From an optimization exercise on the open Yosys and OpenROAD flow, aimed at a short achievable clock period and few clock cycles per item; shortcuts taken in it are not production practice. In this exercise RTL edits were held to simulation tests only and were not proved equivalent to the original.

// yuv_rgb_top
module yuv_rgb_top (
	input  logic        Clock,
	input  logic        resetn,
	input  logic        in_valid,
	input  logic [15:0] in_word,
	output logic        in_credit,
	output logic        out_valid,
	output logic [23:0] out_pixel,
	input  logic        out_credit
);
Size: roughly 5,100 cells after synthesis, about 64,000 sq um of cells after synthesis.
==> module input_fifo, before the edit <==
module input_fifo (
	input  logic        Clock,
	input  logic        resetn,
	input  logic        in_valid,
	input  logic [15:0] in_word,
	output logic        in_credit,
	input  logic        slot_free,    
	output logic        r_valid,
	output logic [15:0] r_word
);
	localparam int DEPTH = yuv_rgb_pkg::OUT_DEPTH;
	localparam int CW = yuv_rgb_pkg::OUT_CNT_W;
	logic        g_chroma;   
	logic [7:0]  g_pair;     
	logic [CW-1:0] space;    
	logic [3:0]  need;
	logic        grant;
	always_comb begin
		need = 4'd0;
		if (g_chroma) begin
			if (g_pair == 8'(yuv_rgb_pkg::PAIRS_PER_ROW - 1))
				need = 4'd8;
			else if (g_pair >= 8'd3)
				need = 4'd2;
		end
	end
	assign grant = (space >= CW'(need));
	always_ff @(posedge Clock or negedge resetn) begin
		if (!resetn) begin
			r_valid <= 1'b0;
			in_credit <= 1'b0;
			g_chroma <= 1'b0;
			g_pair <= '0;
			space <= CW'(DEPTH);
		end else begin
			r_valid <= in_valid;
			in_credit <= grant;
			if (grant) begin
				g_chroma <= ~g_chroma;
				if (g_chroma)
					g_pair <= (g_pair == 8'(yuv_rgb_pkg::PAIRS_PER_ROW - 1)) ? 8'd0 : g_pair + 8'd1;
			end
			space <= space - (grant ? CW'(need) : CW'(0)) + CW'(slot_free);
		end
	end
	always_ff @(posedge Clock)
		r_word <= in_word;
endmodule
==> module pair_window, before the edit <==
module pair_window (
	input  logic        Clock,
	input  logic        resetn,
	input  logic        r_valid,
	input  logic [15:0] r_word,
	output logic        x_valid,
	output logic [47:0] x_u,      
	output logic [47:0] x_v,
	output logic [15:0] x_y
);
	logic        chroma;         
	logic [7:0]  pair;
	logic [47:0] win_u, win_v;
	logic [63:0] y_hist;         
	logic [47:0] nwin_u, nwin_v;
	logic [47:0] tail_u, tail_v;
	logic [47:0] tail_y;         
	logic [1:0]  tail_left;
	logic        tail_ph;
	logic        tail_issue;
	logic        c_word, row_first, row_last;
	assign c_word = r_valid & chroma;
	assign row_first = (pair == 8'd0);
	assign row_last = (pair == 8'(yuv_rgb_pkg::PAIRS_PER_ROW - 1));
	assign nwin_u = row_first ? {6{r_word[15:8]}} : {win_u[39:0], r_word[15:8]};
	assign nwin_v = row_first ? {6{r_word[7:0]}} : {win_v[39:0], r_word[7:0]};
	assign tail_issue = (tail_left != 2'd0) & tail_ph;
	always_ff @(posedge Clock or negedge resetn) begin
		if (!resetn) begin
			chroma <= 1'b0;
			pair <= '0;
			tail_left <= 2'd0;
			tail_ph <= 1'b0;
			x_valid <= 1'b0;
		end else begin
			if (r_valid) begin
				chroma <= ~chroma;
				if (chroma)
					pair <= row_last ? 8'd0 : pair + 8'd1;
			end
			if (c_word && row_last) begin
				tail_left <= 2'd3;
				tail_ph <= 1'b0;
			end else if (tail_left != 2'd0) begin
				tail_ph <= ~tail_ph;
				if (tail_ph)
					tail_left <= tail_left - 2'd1;
			end
			x_valid <= (c_word && pair >= 8'd3) || tail_issue;
		end
	end
	always_ff @(posedge Clock) begin
		if (r_valid && !chroma)
			y_hist <= {y_hist[47:0], r_word};
		if (c_word) begin
			win_u <= nwin_u;
			win_v <= nwin_v;
		end
		if (c_word && row_last) begin
			tail_u <= nwin_u;
			tail_v <= nwin_v;
			tail_y <= y_hist[47:0];
		end else if (tail_issue) begin
			tail_u <= {tail_u[39:0], tail_u[7:0]};
			tail_v <= {tail_v[39:0], tail_v[7:0]};
			tail_y <= {tail_y[31:0], 16'h0};
		end
		if (tail_issue) begin
			x_u <= {tail_u[39:0], tail_u[7:0]};
			x_v <= {tail_v[39:0], tail_v[7:0]};
			x_y <= tail_y[47:32];
		end else begin
			x_u <= nwin_u;
			x_v <= nwin_v;
			x_y <= y_hist[63:48];
		end
	end
endmodule
==> flow/config.mk <==
export PLATFORM = sky130hd
export DESIGN_NAME = yuv_rgb_top
export DESIGN_NICKNAME = yuv_rgb_top
export VERILOG_FILES = /design/flow/design.v
export SDC_FILE = /design/flow/constraint.sdc
export NUM_CORES = 4
export LEC_CHECK = 0
export CAP_MARGIN = 20
export CORE_MARGIN = 2
export CORE_UTILIZATION = 40
export CTS_CLUSTER_DIAMETER = 80
export CTS_CLUSTER_SIZE = 30
export SLEW_MARGIN = 20
==> flow/constraint.sdc <==
create_clock -name core_clock -period 12.0 [get_ports {Clock}]
set_input_delay 2.4000 -clock core_clock [delete_from_list [all_inputs] [get_ports {Clock}]]
set_output_delay 2.4000 -clock core_clock [all_outputs]
set_load 0.01 [all_outputs]
standard.sh (not shown) runs the stock make flow with config.mk's settings and CLKGATE_MAP_FILE= SYNTH_SCRIPT=/design/flow/synth_recipe.tcl, a recipe that flattens the netlist after the stock synthesis.
==> flow/flow/run.sh <==
#!/bin/bash
set -euo pipefail
bash standard.sh SETUP_SLACK_MARGIN=9 finish > flow_make.log 2>&1
Testbench counts at the start, summed over its fixed seeds: cycles 20,624, items 20,480.
Rerun with:
--- a/flow/design.v
+++ b/flow/design.v
@@ -1,8 +1,8 @@
 package yuv_rgb_pkg;
 	localparam int PAIRS_PER_ROW = 160;
-	localparam int OUT_DEPTH = 20;
+	localparam int OUT_DEPTH = 19;
 	localparam int OUT_PTR_W = $clog2(OUT_DEPTH);
 	localparam int OUT_CNT_W = $clog2(OUT_DEPTH + 1);
 	localparam int COEF_Y = 76284;
 	localparam int COEF_RV = 104595;
 	localparam int COEF_GU = -25624;
@@ -27,40 +27,43 @@
 	logic        g_chroma;   
 	logic [7:0]  g_pair;     
 	logic [CW-1:0] space;    
 	logic [3:0]  need;
 	logic        grant;
+	logic        started;    
 	always_comb begin
 		need = 4'd0;
 		if (g_chroma) begin
 			if (g_pair == 8'(yuv_rgb_pkg::PAIRS_PER_ROW - 1))
 				need = 4'd8;
 			else if (g_pair >= 8'd3)
 				need = 4'd2;
 		end
 	end
-	assign grant = (space >= CW'(need));
+	assign grant = started & (space >= CW'(need));
 	always_ff @(posedge Clock or negedge resetn) begin
 		if (!resetn) begin
 			r_valid <= 1'b0;
-			in_credit <= 1'b0;
+			started <= 1'b0;
 			g_chroma <= 1'b0;
 			g_pair <= '0;
 			space <= CW'(DEPTH);
 		end else begin
 			r_valid <= in_valid;
-			in_credit <= grant;
+			started <= 1'b1;
 			if (grant) begin
 				g_chroma <= ~g_chroma;
 				if (g_chroma)
 					g_pair <= (g_pair == 8'(yuv_rgb_pkg::PAIRS_PER_ROW - 1)) ? 8'd0 : g_pair + 8'd1;
 			end
 			space <= space - (grant ? CW'(need) : CW'(0)) + CW'(slot_free);
 		end
 	end
-	always_ff @(posedge Clock)
+	always_ff @(posedge Clock) begin
 		r_word <= in_word;
+		in_credit <= grant;
+	end
 endmodule
 module conv_ctrl (
 	input  logic        Clock,
 	input  logic        resetn,
 	input  logic        c_valid,
@@ -109,11 +112,11 @@
 module pair_window (
 	input  logic        Clock,
 	input  logic        resetn,
 	input  logic        r_valid,
 	input  logic [15:0] r_word,
-	output logic        x_valid,
+	output logic        x_valid,  
 	output logic [47:0] x_u,      
 	output logic [47:0] x_v,
 	output logic [15:0] x_y
 );
 	logic        chroma;         
@@ -137,11 +140,10 @@
 		if (!resetn) begin
 			chroma <= 1'b0;
 			pair <= '0;
 			tail_left <= 2'd0;
 			tail_ph <= 1'b0;
-			x_valid <= 1'b0;
 		end else begin
 			if (r_valid) begin
 				chroma <= ~chroma;
 				if (chroma)
 					pair <= row_last ? 8'd0 : pair + 8'd1;
@@ -152,11 +154,10 @@
 			end else if (tail_left != 2'd0) begin
 				tail_ph <= ~tail_ph;
 				if (tail_ph)
 					tail_left <= tail_left - 2'd1;
 			end
-			x_valid <= (c_word && pair >= 8'd3) || tail_issue;
 		end
 	end
 	always_ff @(posedge Clock) begin
 		if (r_valid && !chroma)
 			y_hist <= {y_hist[47:0], r_word};
@@ -171,20 +172,15 @@
 		end else if (tail_issue) begin
 			tail_u <= {tail_u[39:0], tail_u[7:0]};
 			tail_v <= {tail_v[39:0], tail_v[7:0]};
 			tail_y <= {tail_y[31:0], 16'h0};
 		end
-		if (tail_issue) begin
-			x_u <= {tail_u[39:0], tail_u[7:0]};
-			x_v <= {tail_v[39:0], tail_v[7:0]};
-			x_y <= tail_y[47:32];
-		end else begin
-			x_u <= nwin_u;
-			x_v <= nwin_v;
-			x_y <= y_hist[63:48];
-		end
 	end
+	assign x_valid = (c_word && pair >= 8'd3) || tail_issue;
+	assign x_u = tail_issue ? {tail_u[39:0], tail_u[7:0]} : nwin_u;
+	assign x_v = tail_issue ? {tail_v[39:0], tail_v[7:0]} : nwin_v;
+	assign x_y = tail_issue ? tail_y[47:32] : y_hist[63:48];
 endmodule
 module chroma_fir (
 	input  logic        Clock,
 	input  logic        resetn,
 	input  logic        x_valid,
What happened:
- critical path depth stays the same
- core utilization grows by 1.0 points
- sequential share of layout area shrinks by 3.1 points
- non-clock buffer count grows by 64
- global-route usage grows by 0.94 points
- hold slack is worse by 0.0061 ns
- cell count shrinks by about 0.35%
- count of clock-buffer cells in the layout shrinks by 1
Testbench counts after the change, summed over its fixed seeds: cycles 20,616, items 20,480.

[static timing again, ports no longer ideal]
The results above use ideal ports. As a check the final layouts listed here were re-extracted and re-timed, cells and wires unchanged.
Step 1, drivers: a clkbuf_16 drives Clock and a buf_2 each remaining input, both assumed.
Step 2 moves the port delays by t, midway between the first and last clock arrival at a register: inputs arrive t later, outputs are due t later. That takes back most of the time a late clock gives input paths.
Three values: ideal, step 1, step 2; two values: the first two.
| run | shift t [ns] | setup WS [ns] | cell pins on the clock port's net |
|---|---|---|---|
| the first run | 0.796 | 8.382 / 8.306 / 8.703 | 1 |
| the second run | 0.776 | 8.329 / 8.255 / 8.722 | 1 |
After both steps every run listed still meets setup and hold. Setup slack includes reset recovery checks.
